Context: an optimization exercise on an open-source flow, tuned for small area. The choices shown serve that exercise and are no tape-out recipe.
In this exercise RTL edits were held to simulation tests only and were not proved equivalent to the original.
The clock port is modelled as an ideal driver; clocking choices that lean on that would not hold on a real chip.

## maple
==> module uart_cmd_slave, before the edit <==
module uart_cmd_slave (
    input  logic clk,
    input  logic rst_n,
    input  logic rx,
    output logic tx
);
    function automatic logic [3:0] step4(input logic [3:0] s);
        step4 = {s[2:0], s[3] ^ s[0] ^ (s[2:0] == 3'b000)};
    endfunction
    function automatic logic [4:0] step5(input logic [4:0] s);
        step5 = {s[3:0], s[4] ^ s[1] ^ (s[3:0] == 4'b0000)};
    endfunction
    localparam logic [3:0] RS_IDLE  = 4'd12;
    localparam logic [3:0] RS_START = 4'd8;
    logic [3:0] rs;
    logic [3:0] rclk;
    logic       r_idle;
    logic       byte_valid;
    logic [7:0] rx_byte;
    logic       r_tick;
    logic       r_last;
    assign r_tick     = rclk == 4'd15;
    assign r_last     = rs == 4'd0 && r_tick;      
    assign r_idle     = rs[3:1] == 3'b110;         
    assign byte_valid = rs == 4'd13;
    always_ff @(posedge clk or negedge rst_n) begin
        if (!rst_n) begin
            rs <= RS_IDLE;
        end else begin
            if (r_idle) begin
                rs <= rx ? RS_IDLE : RS_START;
            end else if (r_tick) begin
                rs <= (rs == RS_START && rx) ? RS_IDLE : rs - 1'b1;
            end
        end
    end
    always_ff @(posedge clk) begin
        rclk <= r_idle ? 4'd2 : step4(rclk);
    end
    always_ff @(posedge clk) begin
        if (!rs[3] && r_tick) rx_byte <= {rx_byte[6:0], rx};
    end
    logic data_pending;
    logic rd_byte;        
    logic wr_cmd;
    assign rd_byte = byte_valid && !data_pending && !rx_byte[7];
    always_ff @(posedge clk or negedge rst_n) begin
        if (!rst_n) begin
            data_pending <= 1'b0;
            wr_cmd       <= 1'b0;
        end else begin
            wr_cmd <= byte_valid && data_pending;
            if (byte_valid) data_pending <= !data_pending && rx_byte[7];
        end
    end
    logic [6:0] addr;
    always_ff @(posedge clk) begin
        if (r_last && !data_pending) addr <= {rx_byte[5:0], rx};
    end
    logic [4:0] ph_lo;
    logic [1:0] ph_hi;
    logic       wp;           
    logic       m32, m64, m128;
    logic [1:0] sel32;
    logic       sel64;
    logic [7:0] cap;          
    logic       cap_en;
    assign m32    = ph_lo == addr[4:0];
    assign m64    = m32 && ph_hi[0] == addr[5];
    assign m128   = m64 && ph_hi[1] == addr[6];
    assign sel32  = addr[6:5] - ph_hi;
    assign sel64  = addr[6] ^ ph_hi[1];
    assign cap_en = !wr_cmd && !wp;
    always_ff @(posedge clk) begin
        ph_lo <= step5(ph_lo);
        if (ph_lo == 5'd16) ph_hi <= ph_hi + 1'b1;
    end
    always_ff @(posedge clk) begin
        if (wr_cmd) wp <= 1'b1;
        else if (m128) wp <= 1'b0;
    end
    for (genvar k = 0; k < 8; k++) begin : g_ring
        logic [127:0] ring;
        logic         t;       
        logic         m;       
        logic         c;
        always_ff @(posedge clk) begin
            ring <= {ring[126:0], (wp && m128) ? cap[k] : ring[127]};
        end
        if (k == 7) begin : g_t4
            always_comb begin
                case (sel32)
                    2'd0:    t = ring[127];
                    2'd1:    t = ring[95];
                    2'd2:    t = ring[63];
                    default: t = ring[31];
                endcase
            end
            assign m = m32;
        end else if (k >= 3) begin : g_t2
            assign t = sel64 ? ring[63] : ring[127];
            assign m = m64;
        end else begin : g_t1
            assign t = ring[127];
            assign m = m128;
        end
        always_ff @(posedge clk) begin
            if (byte_valid && data_pending) c <= rx_byte[k];
            else if (cap_en && m) c <= t;
        end
        assign cap[k] = c;
    end
    localparam logic [3:0] TS_IDLE = 4'd12;
    localparam logic [3:0] TS_STOP = 4'd13;
    localparam logic [3:0] TS_PRE  = 4'd8;
    logic [3:0] ts;
    logic [3:0] tclk;
    logic       t_end;
    logic       par;
    logic       accept;
    assign t_end  = tclk == 4'd8;
    assign accept = rd_byte && (ts == TS_IDLE ||
                                (ts == TS_STOP && (t_end || tclk == 4'd4)));
    always_ff @(posedge clk) begin
        tclk <= accept ? 4'd4 : step4(tclk);
    end
    always_ff @(posedge clk or negedge rst_n) begin
        if (!rst_n) begin
            ts   <= TS_IDLE;
            tx   <= 1'b1;
        end else begin
            if (accept) begin
                ts   <= TS_PRE;
            end else if (t_end && ts != TS_IDLE) begin
                ts <= ts - 1'b1;
                if (!ts[3])     tx <= cap[ts[2:0]];
                else if (!ts[2]) tx <= 1'b0;           
                else if (ts[1] && ts[0]) tx <= par;
                else            tx <= 1'b1;
            end
        end
    end
    always_ff @(posedge clk) begin
        if (ts[3] && !ts[1]) par <= 1'b0;
        else if (t_end && !ts[3]) par <= par ^ cap[ts[2:0]];
    end
endmodule
export LEC_CHECK = 0
export CAP_MARGIN = 20
export CORE_MARGIN = 2
export CORE_UTILIZATION = 65
export SLEW_MARGIN = 20
create_clock -name core_clock -period 20.0 [get_ports {clk}]
standard.sh (not shown) runs the stock make flow with config.mk's settings and CLKGATE_MAP_FILE= SYNTH_SCRIPT=/design/flow/synth_recipe.tcl, a recipe that flattens the netlist after the stock synthesis.
==> flow/flow/run.sh <==
#!/bin/bash
# Standard layout (the standard.sh) with these changes:
# - before repair_design, combinational cells and port buffers start at their
#   smallest drive (flow/downsize.tcl); repair_design upsizes where needed;
# - the clock tree is built from clkbuf_8 buffers in clusters of at most 20
#   sinks, with no dummy loads;
# - after clock tree synthesis each clock buffer is resized to the smallest
#   clkbuf that keeps the slew it drives under a target (flow/clk_resize.tcl).
# make's full output goes to make_finish.log; each step's log is under orfs/logs.
set -euo pipefail
bash standard.sh finish \
  PRE_RESIZE_TCL=$PWD/flow/downsize.tcl \
  POST_CTS_TCL=$PWD/flow/clk_resize.tcl \
  "CTS_ARGS=-sink_clustering_enable -repair_clock_nets -dont_use_dummy_load -buf_list sky130_fd_sc_hd__clkbuf_8 -sink_clustering_size 20 -sink_clustering_max_diameter 60" \
  > make_finish.log 2>&1
Other scripts of this flow, unchanged in this note and not shown: flow/flow/clk_resize.tcl, flow/flow/downsize.tcl
maple closes out successfully: all stages finished, all timing, DRC and antenna checks passed.
For pine, these inputs were changed with respect to maple:
-- flow/design.v --
<<< maple, line 65
    end
    logic data_pending;
    logic rd_byte;        
    logic wr_cmd;
    assign rd_byte = byte_valid && !data_pending && !rx_byte[7];
    always_ff @(posedge clk or negedge rst_n) begin
        if (!rst_n) begin
            data_pending <= 1'b0;
            wr_cmd       <= 1'b0;
        end else begin
            wr_cmd <= byte_valid && data_pending;
            if (byte_valid) data_pending <= !data_pending && rx_byte[7];
>>> pine, line 65
    end
    logic data_pending;
    logic rd_cmd;
    logic wr_cmd;
    always_ff @(posedge clk or negedge rst_n) begin
        if (!rst_n) begin
            data_pending <= 1'b0;
            rd_cmd       <= 1'b0;
            wr_cmd       <= 1'b0;
        end else begin
            rd_cmd <= byte_valid && !data_pending && !rx_byte[7];
            wr_cmd <= byte_valid && data_pending;
            if (byte_valid) data_pending <= !data_pending && rx_byte[7];
<<< maple, line 141
    logic       t_end;
    logic       par;
    logic       accept;
    assign t_end  = tclk == 4'd8;
    assign accept = rd_byte && (ts == TS_IDLE ||
                                (ts == TS_STOP && (t_end || tclk == 4'd4)));
    always_ff @(posedge clk) begin
        tclk <= accept ? 4'd4 : step4(tclk);
    end
    always_ff @(posedge clk or negedge rst_n) begin
>>> pine, line 142
    logic       t_end;
    logic       par;
    assign t_end = tclk == 4'd8;
    logic accept;
    assign accept = rd_cmd && (ts == TS_IDLE || (ts == TS_STOP && t_end));
    always_ff @(posedge clk) begin
        tclk <= accept ? 4'd8 : step4(tclk);
    end
    always_ff @(posedge clk or negedge rst_n) begin
### Flow results
pine | stages: all done | timing, DRC, antenna: all pass. maple and pine ended up with nearly the same synthesized-area fraction occupied by and/or/nand/nor cells. There was hardly any difference in number of nets at the end of the flow between pine and maple. The post-layout utilization of the core on maple is in line with that on pine. pine and maple ended up with roughly the same clock-pin slew on the worst setup and hold paths. [pine vs maple] non-clock buffer count: higher in pine.

[separate check: timing with driven ports]
The results above use ideal ports. As a check the final layouts listed here were re-extracted and re-timed, cells and wires unchanged.
Step 1 (the two cells are an assumption about what drives the block):
set clk [get_ports {clk}]
set_driving_cell -lib_cell sky130_fd_sc_hd__clkbuf_16 $clk
set_driving_cell -lib_cell sky130_fd_sc_hd__buf_2 [delete_from_list [all_inputs] $clk]
Step 2 also shifts input and output timing later by t, the mid clock arrival at the registers, as if the neighbouring blocks saw the same clock.
Slacks: no drivers / after step 1 / after step 2; pairs: no drivers / after step 1.
| run | shift t [ns] | setup slack, ns | hold WS [ns] | worst setup path at the end | cell pins on the clock port's net |
|---|---|---|---|---|---|
| maple | 1.175 | 14.180 / 14.132 / 15.176 | 0.287 / 0.287 / 0.287 | input to register | 1 |
| pine | 1.267 | 14.129 / 14.081 / 15.088 | 0.302 / 0.302 / 0.302 | input to register | 1 |
After both steps every run listed still meets setup and hold.
